This is an optimization exercise on Yosys and OpenROAD, whose aim is a short achievable clock period and few clock cycles, not a production implementation.
Only simulation tests tie the RTL to the original design; equivalence was not proved.
Power and IR drop assume default switching activity.

### design/flow/flow/run.sh
#!/bin/bash
# Own layout flow: the standard layout (standard.sh, all steps up to finish) with two changes
# to how the layout is made:
#  - the port buffers are plain sky130_fd_sc_hd__buf_8 cells instead of the default delay cells;
#  - after global placement, move_out_flops.tcl moves each flip-flop that drives an output port's
#    buffer next to that buffer (detailed placement then legalizes it).
# Make's output, with every tool's output, goes to make.log in the work folder; ORFS also keeps
# each step's log under orfs/logs.
set -euo pipefail
bash standard.sh "BUFFER_PORTS_ARGS=-buffer_cell sky130_fd_sc_hd__buf_8" \
  "POST_GLOBAL_PLACE_TCL=$PWD/flow/move_out_flops.tcl" finish > make.log 2>&1
### design/flow/standard.sh
#!/bin/bash
# synth_recipe.tcl (not shown) runs the flow's synth.tcl, then flattens the netlist and writes it again
# the make line also repeats each setting of config.mk as NAME=value (left out here)
make -C /OpenROAD-flow-scripts/flow DESIGN_CONFIG=/design/flow/config.mk WORK_HOME=/design/flow/orfs CLKGATE_MAP_FILE= SYNTH_SCRIPT=/design/flow/synth_recipe.tcl "${@:-finish}"
### design/flow/constraint.sdc
create_clock -name core_clock -period 8.0 [get_ports {clk}]
set_input_delay 1.6000 -clock core_clock [delete_from_list [all_inputs] [get_ports {clk}]]
set_output_delay 1.6000 -clock core_clock [all_outputs]
set_load 0.01 [all_outputs]
### design/flow/config.mk
export PLATFORM = sky130hd
export DESIGN_NAME = imem_icache
export DESIGN_NICKNAME = imem_icache
export VERILOG_FILES = /design/flow/design.v
export SDC_FILE = /design/flow/constraint.sdc
export NUM_CORES = 4
export LEC_CHECK = 0
export ABC_CLOCK_PERIOD_IN_PS = 1000
export CAP_MARGIN = 20
export CORE_MARGIN = 2
export CORE_UTILIZATION = 55
export SETUP_SLACK_MARGIN = 5
export SLEW_MARGIN = 20
export TNS_END_PERCENT = 100
### design/flow/design.v
module imem_icache #(
  parameter int ADDR_WIDTH     = 32,
  parameter int INST_WIDTH     = 32,
  parameter int LINES          = 16,
  parameter int WORDS_PER_LINE = 4
) (
  input  logic                  clk,
  input  logic                  rst,
  input  logic [ADDR_WIDTH-1:0] cpu_addr,
  input  logic                  cpu_read,
  output logic [INST_WIDTH-1:0] cpu_rdata,
  output logic                  cpu_stall,
  input  logic                  inv,
  output logic                  mem_req,
  output logic [ADDR_WIDTH-1:0] mem_addr,
  input  logic                  mem_gnt,
  input  logic                  mem_rvalid,
  input  logic [INST_WIDTH-1:0] mem_rdata
);
  localparam int OFF   = $clog2(WORDS_PER_LINE);
  localparam int IDX   = $clog2(LINES);
  localparam int TAG_W = ADDR_WIDTH - 2 - OFF - IDX;
  localparam int WA    = IDX + OFF;             
  localparam int LA    = ADDR_WIDTH - 2 - OFF;  
  localparam int NW    = LINES * WORDS_PER_LINE;
  localparam int FD    = 4;                     
  logic [LINES-1:0][TAG_W-1:0]   tag_q;
  logic [LINES-1:0]              valid_q;
  logic [NW-1:0][INST_WIDTH-1:0] data_q;       
  logic [NW-1:0]                 wv_q;
  logic                  stall_q;      
  logic                  free_q;       
  logic [INST_WIDTH-1:0] rdata_q;
  logic [ADDR_WIDTH-3:0] pr_addr_q;    
  logic [LINES-1:0]      pr_dec_q;     
  logic                  missnew_q;    
  logic                  act_v_q;      
  logic                  act_nv_q;     
  logic [ADDR_WIDTH-3:0] maddr_q;      
  logic [WA-1:0]         act_w_q;      
  logic [LINES-1:0]      act_dec_q;    
  logic [OFF-1:0]        act_cnt_q;    
  logic                  act_live_q;
  logic                  act_new_q;    
  logic                  que_v_q;
  logic [LA-1:0]         que_line_q;
  logic [OFF-1:0]        que_off_q;
  logic [LINES-1:0]      que_dec_q;
  logic [FD-1:0][WA-1:0]    ff_w_q;
  logic [FD-1:0][LINES-1:0] ff_dec_q;   
  logic [FD-1:0]            ff_live_q;
  logic [2:0]               ff_n_q;     
  assign cpu_stall = stall_q;
  assign cpu_rdata = rdata_q;
  assign mem_req   = act_v_q;
  assign mem_addr  = {maddr_q, 2'b00};
  logic [TAG_W-1:0] c_tag;
  logic [IDX-1:0]   c_idx;
  logic [OFF-1:0]   c_off;
  logic [WA-1:0]    c_w;
  assign c_tag = cpu_addr[ADDR_WIDTH-1 -: TAG_W];
  assign c_idx = cpu_addr[2+OFF +: IDX];
  assign c_off = cpu_addr[2 +: OFF];
  assign c_w   = cpu_addr[2 +: WA];
  logic [WA-1:0] pr_w;
  assign pr_w = pr_addr_q[0 +: WA];
  logic kill;
  assign kill = missnew_q;
  logic [WA-1:0]    head_w;
  logic [LINES-1:0] head_dec;
  logic             head_live, head_live_eff;
  logic             arr_c, match_p;
  assign head_w        = ff_w_q[0];
  assign head_dec      = ff_dec_q[0];
  assign head_live     = ff_live_q[0];
  assign head_live_eff = head_live && !(kill && |(pr_dec_q & head_dec));
  assign arr_c         = mem_rvalid && head_live && head_w == c_w;
  assign match_p       = mem_rvalid && head_live && head_w == pr_w && !missnew_q;
  logic acc, hit, rdy, newmiss;
  logic [LINES-1:0] c_dec, c_eqv, c_wv;
  logic [LINES-1:0][INST_WIDTH-1:0] c_lw;
  logic [INST_WIDTH-1:0] c_data;
  always_comb begin
    c_data = '0;
    for (int i = 0; i < LINES; i++) begin
      c_dec[i] = c_idx == IDX'(i);
      c_eqv[i] = valid_q[i] && tag_q[i] == c_tag;
      c_wv[i]  = wv_q[i*WORDS_PER_LINE + c_off];
      c_lw[i]  = data_q[i*WORDS_PER_LINE + c_off];
      c_data   = c_data | (c_dec[i] ? c_lw[i] : '0);
    end
  end
  assign acc     = cpu_read && free_q;
  assign hit     = |(c_dec & c_eqv);
  assign rdy     = |(c_dec & c_eqv & (c_wv | {LINES{arr_c}}));
  assign newmiss = acc && !hit;
  logic act_old_kill, push, last;
  assign act_old_kill = kill && !act_new_q && |(pr_dec_q & act_dec_q);
  assign push         = !act_nv_q && mem_gnt;
  assign last         = act_cnt_q == OFF'(WORDS_PER_LINE - 1);
  always_ff @(posedge clk) begin
    if (free_q) begin
      pr_addr_q <= cpu_addr[ADDR_WIDTH-1:2];
      pr_dec_q  <= c_dec;
    end
    rdata_q <= (acc && !arr_c) ? c_data : mem_rdata;
    if (rst) begin
      stall_q   <= 1'b0;
      free_q    <= 1'b1;
      missnew_q <= 1'b0;
    end else begin
      missnew_q <= newmiss;
      if (acc) begin
        stall_q <= !rdy;
        free_q  <=  rdy;
      end else begin
        stall_q <= !free_q && !match_p;
        free_q  <=  free_q || match_p;
      end
    end
    for (int i = 0; i < LINES; i++)
      if (kill && pr_dec_q[i]) tag_q[i] <= pr_addr_q[ADDR_WIDTH-3 -: TAG_W];
    if (rst || inv) valid_q <= '0;
    else if (kill)  valid_q <= valid_q | pr_dec_q;
    for (int i = 0; i < LINES; i++)
      for (int w = 0; w < WORDS_PER_LINE; w++) begin
        logic hd;
        hd = mem_rvalid && head_dec[i] && head_w[OFF-1:0] == OFF'(w);
        if (hd) data_q[i*WORDS_PER_LINE+w] <= mem_rdata;
        if (kill && pr_dec_q[i])      wv_q[i*WORDS_PER_LINE+w] <= 1'b0;
        else if (hd && head_live_eff) wv_q[i*WORDS_PER_LINE+w] <= 1'b1;
      end
    for (int k = 0; k < FD; k++) begin
      logic [2:0] n;
      n = mem_rvalid ? ff_n_q - 3'd1 : ff_n_q;
      if (push && n == 3'(k)) begin
        ff_w_q[k]    <= act_w_q;
        ff_dec_q[k]  <= act_dec_q;
        ff_live_q[k] <= act_live_q && !act_old_kill;
      end else if (mem_rvalid) begin
        if (k < FD - 1) begin
          ff_w_q[k]    <= ff_w_q[k+1];
          ff_dec_q[k]  <= ff_dec_q[k+1];
          ff_live_q[k] <= ff_live_q[k+1] && !(kill && |(pr_dec_q & ff_dec_q[k+1]));
        end
      end else if (kill && |(pr_dec_q & ff_dec_q[k])) begin
        ff_live_q[k] <= 1'b0;
      end
    end
    if (rst) ff_n_q <= '0;
    else     ff_n_q <= ff_n_q + (push ? 3'd1 : 3'd0) - (mem_rvalid ? 3'd1 : 3'd0);
    if (!que_v_q) begin
      que_line_q <= cpu_addr[ADDR_WIDTH-1:2+OFF];
      que_off_q  <= c_off;
      que_dec_q  <= c_dec;
    end
    act_new_q <= 1'b0;
    if (act_old_kill) act_live_q <= 1'b0;
    if (rst) begin
      act_v_q  <= 1'b0;
      act_nv_q <= 1'b1;
      que_v_q  <= 1'b0;
      maddr_q  <= '0;
    end else if (act_nv_q || (push && last && !que_v_q)) begin
      act_v_q    <= newmiss;
      act_nv_q   <= !newmiss;
      act_new_q  <= 1'b1;
      maddr_q    <= cpu_addr[ADDR_WIDTH-1:2];
      act_w_q    <= c_w;
      act_dec_q  <= c_dec;
      act_cnt_q  <= '0;
      act_live_q <= 1'b1;
    end else if (push && last) begin
      maddr_q    <= {que_line_q, que_off_q};
      act_w_q    <= {que_line_q[IDX-1:0], que_off_q};
      act_dec_q  <= que_dec_q;
      act_cnt_q  <= '0;
      act_live_q <= 1'b1;
      que_v_q    <= 1'b0;
    end else begin
      if (push) begin
        maddr_q[OFF-1:0] <= maddr_q[OFF-1:0] + OFF'(1);
        act_w_q[OFF-1:0] <= act_w_q[OFF-1:0] + OFF'(1);
        act_cnt_q        <= act_cnt_q + OFF'(1);
      end
      if (newmiss) que_v_q <= 1'b1;
    end
  end
  logic unused;
  assign unused = ^cpu_addr[1:0];
endmodule
### design/flow/flow/move_out_flops.tcl
# After global placement: put each flip-flop that drives an output port's
# buffer next to that buffer, so that the flip-flop's output net (and not the
# logic in front of it) is the short one. Detailed placement legalizes later.
set block [ord::get_db_block]
set moved 0
foreach bterm [$block getBTerms] {
  if {[$bterm getIoType] ne "OUTPUT"} { continue }
  set net [$bterm getNet]
  if {$net eq "NULL"} { continue }
  set buf ""
  foreach it [$net getITerms] {
    if {[$it isOutputSignal]} { set buf [$it getInst] }
  }
  if {$buf eq ""} { continue }
  set innet ""
  foreach it [$buf getITerms] {
    if {[$it isInputSignal] && [$it getNet] ne "NULL"} { set innet [$it getNet] }
  }
  if {$innet eq ""} { continue }
  set drv ""
  foreach it [$innet getITerms] {
    if {[$it isOutputSignal]} { set drv [$it getInst] }
  }
  if {$drv eq "" || ![[$drv getMaster] isSequential]} { continue }
  # only flip-flops whose output feeds nothing but the port buffer
  if {[llength [$innet getITerms]] != 2} { continue }
  set loc [$buf getLocation]
  $drv setLocation [lindex $loc 0] [lindex $loc 1]
  incr moved
}
puts "move_out_flops: moved $moved flip-flops next to their output buffers"
==> results.py, run 1 <==
metrics = {
    "route": {
        "dr.pass1.iters": 8,
        "via_count": 57424,
        "ant_nets": 0,
        "wirelength_mm": 332,
        "drcViolationCount": 0,
        "via_per_inst": 6.83,
        "wl_per_cell_um": 39.5,
        "first_iter_violations": 8792,
    },
    "logic_synthesis": {
        "synth_area_mm2": 0.107,
        "synth_most_common_cell": "edfxtp_1",
        "synth_top_area_share_pct": 74.2,
        "seq_area_frac_synth_pct": 77.0,
        "synth_top_family_by_area": "multiplexers",
        "synth_ff_type": "edfxtp_1",
        "synthSimpleGateAreaFrac_pct": 3.05,
        "synthXorXnorAreaFrac_pct": 3.29,
        "synth_fa_ha_area_share_pct": 0.0656,
        "synth_compound_area_share_pct": 3.19,
        "ys_async_sr_fraction_pct": 0,
        "synth-edff-count": 2640,
        "yosys_warnings": 1,
        "synth_common_cells": "2,640 x edfxtp_1, 528 x mux4_2, 296 x xnor2_1",
        "syn-instance-count": 5253,
        "synth-seq-cells": 2793,
        "synth.mux.area_fraction_pct": 11.9,
        "syn_area_per_cell_um2": 20.3,
        "ys_types": 62,
        "synth_top_area_cell": "edfxtp_1",
        "synth_area_leaders": "edfxtp_1 74%, mux4_2 11%, dfxtp_1 2.9%, xnor2_1 2.4%, a22oi_1 2.0%",
    },
    "power": {
        "clkPwrFrac_pct": 40.1,
        "seqPwrFrac_pct": 51.9,
        "p_sw_share_pct": 22.8,
        "combinationalPowerShare_pct": 8.0,
        "internal-power_mw": 25.7,
        "p_switching_mw": 7.57,
        "p_leak_nw": 39.9,
        "ir_drop_v": 0.000242,
        "power_density_mw_per_mm2": 267,
    },
    "clock_network": {
        "clock_latency_ns": 0.93,
        "cts_buffer_depth": 4,
        "cts.sinks": 2793,
        "clock-root-buffer": "clkbuf_16",
        "ctsHoldBuffers": 0,
        "clkTransAtPathRegs_ns": 0.06,
        "cts_tree": "done",
        "h-tree-depth": 5,
        "numCtsBuffers": 302,
    },
    "placed_design": {
        "numPortBuffers": 131,
        "pre_cts_ws_ns": 2.97,
        "place_hpwl_mm": 163,
        "dp_cells": 7763,
    },
    "sta": {
        "rsz0062_at_grt": "true",
        "worst_pin_slew_ns": 1.25,
        "fin_crit_sh_pct": 38.0,
        "setup_ws_ns": 4.96,
        "finalCriticalPeriod_ns": 3.04,
        "max_freq_ghz": 0.329,
        "skew_ns": 0.0421,
        "hold_ws_ns": 0.459,
        "final_max_slew_viol_count": 0,
        "maxSlewHeadroom_pct": 16.5,
        "tns_ns": 0,
        "report.final.setup_viol": 0,
        "hold_viol": 0,
    },
    "cells_and_area": {
        "instances_no_fill": 8405,
        "fin_nets": 5728,
        "syn2layout_area_growth_pct": 16.3,
        "drive_above_1_share_pct": 27.0,
        "fin_util_pct": 64.5,
    },
    "global_routing": {
        "grt_antenna_before_repair": 12,
        "grt_max_degree": 70,
        "grt-ovfl-total": 0,
        "grt_pass1_wl_mm": 450,
        "grt.total_usage_pct": 33.5,
        "grt_pass1_vias": 54791,
    },
    "setup_path": {
        "crit_type": "input pin to flop",
        "arrival_ns": 3.80,
        "cp-start-kind": "input pin",
        "end_kind": "flop",
        "path_max_fanout": 19,
        "r2r_slack_ns": 5.00,
        "cp.required_ns": 8.76,
    },
    "min_path": {
        "min_path_type": "flop to flop",
    },
    "floorplanning": {
        "die_h_um": 445,
        "pin_count": 136,
        "core_mm2": 0.193,
        "fp-row-count": 161,
        "dieArea_mm2": 0.198,
        "dieWidth_um": 445,
        "start_util_pct": 55.4,
    },
    "status": {
        "status": "timing/DRC/antenna clean",
    },
    "flow_run": {
        "cap_violations": 0,
    },
}
registers in the layout, indices dropped and copies added, names as in the netlist, 2 cells and up:
register    flops
act_w_q         6
ff_live_q       4
que_line_q     28
valid_q        16
pr_addr_q      30
ff_n_q          3
tag_q         384
act_cnt_q       2
pr_dec_q       16
wv_q           64
rdata_q        32
ff_dec_q       64
que_off_q       2
act_dec_q      16
ff_w_q         24
maddr_q        30
data_q       2048
que_dec_q      16
cells in the final DEF (no fill, tap or decap), types with 60 or more instances in the layout:
cell type and count:
mux4_2 528, a31oi_1 65, clkbuf_1 88, buf_8 119, dfxtp_1 88, nand4_1 148
xor2_1 103, buf_4 183, a22oi_1 280, dfxtp_2 65, nor2_4 64, nand2_1 60
nor2_1 173, edfxtp_1 2640, xnor2_1 295, clkbuf_16 313
worst max-delay path, stage by stage:
cell and delay (ns):
buf_8 0.23, nor2b_1 0.21, nand3_1 0.35, inv_2 0.19
buf_6 0.33, a22oi_1 0.19, nand4_1 0.18, nor2_1 0.07
a21oi_2 0.39
path summary, 6_finish.rpt:
path,from,cells past startpoint,end
max reg2reg,ff_w_q[0],3,data_q[1098]
max,cpu_addr[4],9,rdata_q[28]
min,valid_q[13],1,valid_q[13]
min reg2reg,valid_q[13],1,valid_q[13]
cells by family (layout without fill, tap and decap cells):
group,count (synthesis),in the layout
flip-flops,2793,2793
AND/OR/NAND/NOR,640,643
multiplexers,605,605
AO/OA/AOI/OAI,470,470
XOR/XNOR,401,401
buffers and inverters,338,954
adder cells (fa/ha/maj),5,5
other,1,8
through the flow:
| step | total power, mW | instance area, um2 |
|---|---|---|
| 2_1_floorplan | 18.7 | 108000 |
| 3_3_place_gp | 19.9 | 113000 |
| 3_5_place_dp | 20.0 | 113000 |
| 4_1_cts | 33.3 | 124000 |
| 5_1_grt | 34.1 | 124000 |
| 6_report | 33.2 | 124000 |
cell type report:
cell class                      count  area (um2)
Fill cell                       13053       68500
Multi-Input combinational cell   2126       24200
Tap cell                         2526        3160
Inverter                           38         176
Timing Repair Buffer              392        5080
Clock inverter                    103         912
Antenna cell                        6        15.0
Sequential cell                  2793       82400
Clock buffer                      421        8390
power groups by stage:
stage	clock network [mW]	logic [mW]	registers, mW
5_1_grt	14.0	2.78	17.3
3_5_place_dp	0	2.50	17.5
2_1_floorplan	0	1.38	17.4
6_report	13.3	2.66	17.2
3_3_place_gp	0	2.44	17.5
4_1_cts	13.5	2.63	17.2
routing by layer:
layer	up-vias	share of wire [%]	track usage, %
li1	22403	-	-
met1	30984	38	47.8
met2	3387	48	52.9
met3	640	10	6.20
met4	10	3.7	11.1
met5	-	0.019	0
timing repair:
item	in CTS	in global routing
pin swaps	40	13
buffers inserted	68	25
gates cloned	15	4
resized for setup	193	24
endpoints found under the setup margin	1129	81
Testbench counts, summed over its fixed seeds: cycles 26,851.
==> run 2, diff against run 1 <==
--- a/design/flow/design.v
+++ b/design/flow/design.v
@@ -76,23 +76,24 @@
   assign head_live_eff = head_live && !(kill && |(pr_dec_q & head_dec));
   assign arr_c         = mem_rvalid && head_live && head_w == c_w;
   assign match_p       = mem_rvalid && head_live && head_w == pr_w && !missnew_q;
-  logic acc, hit, rdy, newmiss;
-  logic [LINES-1:0] c_dec, c_eqv, c_wv;
-  logic [LINES-1:0][INST_WIDTH-1:0] c_lw;
+  logic acc, hit, pres, newmiss;
+  logic [LINES-1:0] c_dec, c_eqv;
+  logic [NW-1:0]    c_wdec;
   logic [INST_WIDTH-1:0] c_data;
   always_comb begin
-    c_data = '0;
     for (int i = 0; i < LINES; i++) begin
       c_dec[i] = c_idx == IDX'(i);
       c_eqv[i] = valid_q[i] && tag_q[i] == c_tag;
-      c_wv[i]  = wv_q[i*WORDS_PER_LINE + c_off];
-      c_lw[i]  = data_q[i*WORDS_PER_LINE + c_off];
-      c_data   = c_data | (c_dec[i] ? c_lw[i] : '0);
+    end
+    c_data = '0;
+    for (int j = 0; j < NW; j++) begin
+      c_wdec[j] = c_w == WA'(j);
+      c_data    = c_data | (c_wdec[j] ? data_q[j] : '0);
     end
   end
   assign acc     = cpu_read && free_q;
   assign hit     = |(c_dec & c_eqv);
-  assign rdy     = |(c_dec & c_eqv & (c_wv | {LINES{arr_c}}));
+  assign pres    = |(c_wdec & wv_q) || arr_c;
   assign newmiss = acc && !hit;
   logic act_old_kill, push, last;
   assign act_old_kill = kill && !act_new_q && |(pr_dec_q & act_dec_q);
@@ -111,8 +112,8 @@
     end else begin
       missnew_q <= newmiss;
       if (acc) begin
-        stall_q <= !rdy;
-        free_q  <=  rdy;
+        stall_q <= !(hit && pres);
+        free_q  <=   hit && pres;
       end else begin
         stall_q <= !free_q && !match_p;
         free_q  <=  free_q || match_p;
==> run 2 against run 1 <==
Effect of this change: core utilization rose by 2.4 points; routed wire length rose by 28%; cell count rose by 9.6%; synthesized cell count rose by 12%; clock power barely moved; clock skew rose by 0.020 ns; sequential power barely moved; highest routed layer unchanged.
==> results.py, run 2 <==
metrics = {
    "status": {
        "status": "timing/DRC/antenna clean",
    },
    "logic_synthesis": {
        "synthSimpleGateAreaFrac_pct": 4.70,
        "synth_area_mm2": 0.103,
        "synthXorXnorAreaFrac_pct": 3.38,
        "synth_compound_area_share_pct": 9.48,
        "ys_types": 63,
        "yosys_warnings": 1,
        "synth-edff-count": 2640,
        "synth_ff_type": "edfxtp_1",
        "synth_top_area_share_pct": 76.9,
        "synth_common_cells": "2,640 x edfxtp_1, 923 x a22oi_1, 356 x xnor2_1",
        "synth.mux.area_fraction_pct": 0.944,
        "synth_fa_ha_area_share_pct": 0.0679,
        "synth_top_area_cell": "edfxtp_1",
        "synth_top_family_by_area": "compound AO/OA/AOI/OAI gates",
        "synth_most_common_cell": "edfxtp_1",
        "synth-seq-cells": 2793,
        "syn-instance-count": 5885,
        "syn_area_per_cell_um2": 17.5,
        "seq_area_frac_synth_pct": 79.8,
        "synth_area_leaders": "edfxtp_1 77%, a22oi_1 6.7%, xnor2_1 3.0%, dfxtp_1 3.0%, nand4_1 1.6%",
        "ys_async_sr_fraction_pct": 0,
    },
    "route": {
        "dr.pass1.iters": 8,
        "via_count": 68481,
        "wl_per_cell_um": 46.1,
        "first_iter_violations": 13626,
        "via_per_inst": 7.43,
        "ant_nets": 0,
        "drcViolationCount": 0,
        "wirelength_mm": 424,
    },
    "clock_network": {
        "h-tree-depth": 5,
        "clock_latency_ns": 0.97,
        "clkTransAtPathRegs_ns": 0.06,
        "cts_buffer_depth": 4,
        "numCtsBuffers": 299,
        "clock-root-buffer": "clkbuf_16",
        "cts_tree": "done",
        "cts.sinks": 2793,
        "ctsHoldBuffers": 0,
    },
    "min_path": {
        "hold_end": "valid_q[13]",
        "hp-start": "valid_q[13]",
        "hold_depth": 1,
        "min_path_type": "flop to flop",
    },
    "sta": {
        "worst_pin_slew_ns": 1.28,
        "maxSlewHeadroom_pct": 14.5,
        "fin_crit_sh_pct": 40.0,
        "rsz0062_at_grt": "true",
        "max_freq_ghz": 0.313,
        "hold_viol": 0,
        "final_max_slew_viol_count": 0,
        "finalCriticalPeriod_ns": 3.20,
        "report.final.setup_viol": 0,
        "tns_ns": 0,
        "skew_ns": 0.0620,
    },
    "floorplanning": {
        "fp-row-count": 158,
        "pin_count": 136,
        "core_mm2": 0.186,
        "dieArea_mm2": 0.191,
        "die_h_um": 437,
        "start_util_pct": 55.5,
        "dieWidth_um": 437,
    },
    "power": {
        "ir_drop_v": 0.000208,
        "p_leak_nw": 40.1,
        "power_density_mw_per_mm2": 265,
        "finalPower_mw": 33.0,
    },
    "placed_design": {
        "place_hpwl_mm": 207,
        "numPortBuffers": 131,
    },
    "cells_and_area": {
        "final_cell_mix": "2,640 x edfxtp_1, 892 x a22oi_1, 356 x xnor2_1",
        "drive_above_1_share_pct": 21.9,
        "largest_reg_flops": 2048,
        "fin_nets": 6575,
        "top_regs": "data_q x2048, tag_q x384",
        "layout_commonest_cell": "edfxtp_1",
        "syn2layout_area_growth_pct": 20.4,
        "top_register": "data_q",
    },
    "global_routing": {
        "grt-ovfl-total": 0,
        "grt.total_usage_pct": 43.2,
        "grt_max_degree": 96,
        "grt_pass1_wl_mm": 547,
        "grt_pass1_vias": 60863,
        "grt_antenna_before_repair": 20,
    },
    "setup_path": {
        "path_common_cell": "buf_4",
        "critical_path.slowest_cell": "o41ai_4",
        "arrival_ns": 4.00,
        "cp.required_ns": 8.80,
        "r2r_start": "ff_w_q[1]",
        "path_max_fanout": 7,
        "worst-path-buf-inv": 6,
        "r2r_slack_ns": 4.94,
        "end_kind": "flop",
        "critical_path.top_delay_family": "compound AO/OA/AOI/OAI gates",
        "r2r_cells": 3,
        "crit_type": "input pin to flop",
        "worst-path-stages": 12,
        "slowest_delay_ns": 0.54,
        "r2r_end": "data_q[908]",
        "cp-start-kind": "input pin",
        "crit_chain": "buf_16, buf_2, nand4b_1, buf_6, buf_4, nor2_4, buf_4, buf_4, a221oi_2, nand4_1, o41ai_4, a21oi_1",
    },
    "flow_run": {
        "cap_violations": 0,
    },
}
## run 2: how the worst max path moves through the flow
| stage | startpoint | end | slack [ns] |
|---|---|---|---|
| 2_1_floorplan | cpu_addr[4] | free_q | 4.62 |
| 4_1_cts | cpu_addr[3] | free_q | 4.85 |
| 6_report | cpu_addr[7] | free_q | 4.80 |
| 3_5_place_dp | cpu_addr[7] | rdata_q[1] | 2.72 |
| 3_3_place_gp | cpu_addr[7] | stall_q | 2.68 |
| 5_1_grt | cpu_addr[7] | rdata_q[9] | 4.82 |
## run 2: layout make-up
cell class | instances | area [um2]
Clock inverter | 118 | 953
Antenna cell | 18 | 45.0
Sequential cell | 2793 | 82400
Timing Repair Buffer | 646 | 7940
Tap cell | 2480 | 3100
Inverter | 30 | 123
Multi-Input combinational cell | 2730 | 21400
Fill cell | 12579 | 61600
Clock buffer | 396 | 8200
## run 2: cells by family (layout without fill, tap and decap cells)
group           after synthesis  after routing
other cells                   1             20
mux                          89             89
flops                      2793           2793
compound gates             1290           1290
xor+xnor                    398            398
buf+inv                     364           1190
fa+ha+maj                     5              5
simple gates                945            946
## run 2: what timing repair did
| action | in CTS | in global routing |
|---|---|---|
| cloned | 12 | 13 |
| endpoints found under the setup margin | 1025 | 264 |
| resized for setup | 314 | 146 |
| pin swaps | 100 | 76 |
| setup buffers | 214 | 71 |
| hold endpoints to repair | 0 | 0 |
## run 2: per-stage QoR
| stage | cells | cell area, um2 | utilization, % | hold WS, ns | setup slack [ns] |
|---|---|---|---|---|---|
| CTS | 9108 | 123000 | 65.9 | 0.462 | 4.85 |
| finish | 9211 | 124000 | 66.8 | 0.459 | 4.80 |
| detailed placement | 8368 | 110000 | 59.1 | 0.447 | 2.72 |
| global placement | 8362 | 110000 | 59.0 | 0.445 | 2.68 |
| floorplan | 5886 | 105000 | - | 0.429 | 4.62 |
| global route | 9195 | 124000 | 66.8 | 0.472 | 4.82 |
## run 2: metal layers
layer | track usage [%] | share of wire, % | up-vias
met5 | 0.428 | 0.085 | -
met4 | 23.0 | 7.3 | 28
met3 | 14.5 | 17 | 1583
met2 | 60.4 | 41 | 6725
met1 | 60.0 | 35 | 34954
li1 | - | - | 25191
## run 2: where the power goes
group	internal [mW]	switching (mW)	total (mW)
clock network	7.68	5.61	13.3
logic	0.727	1.60	2.33
registers	16.8	0.506	17.3
total	25.3	7.71	33.0
## run 2: worst register-to-register path, cell delays in order (launching register included)
cell	delay, ns
edfxtp_1	0.61
or2_2	0.71
nor2_4	0.72
buf_6	0.62
Testbench counts of run 2, summed over its fixed seeds: cycles 26,851.

-- static timing again, ports no longer ideal --
In the flow no input, the clock included, has a driving cell. The finished layouts below were timed again as built, in two steps. Step 1 (the two cells are an assumption about what drives the block):
set clk [get_ports {clk}]
set_driving_cell -lib_cell sky130_fd_sc_hd__clkbuf_16 $clk
set_driving_cell -lib_cell sky130_fd_sc_hd__buf_2 [delete_from_list [all_inputs] $clk]
Step 2 times the ports against the registers' clock, not the clock port: input delays grow and output delays shrink by t, the midpoint of the rising clock arrivals with the driver on. Slacks: ideal ports / drivers / drivers and shift; pairs: ideal ports / drivers.
run | t, ns | setup WS [ns] | slew at the worst register clock pin (ns) | cell pins on the clock port's net
run 1 | 1.011 | 4.962 / 4.847 / 3.836 | 0.07 / 0.07 | 1
run 2 | 1.033 | 4.803 / 4.715 / 3.682 | 0.07 / 0.07 | 1
After both steps every run listed still meets setup and hold. For run 1, which loses most, drivers alone change the setup slack by -0.115 ns; drivers and shift together by -1.126 ns.
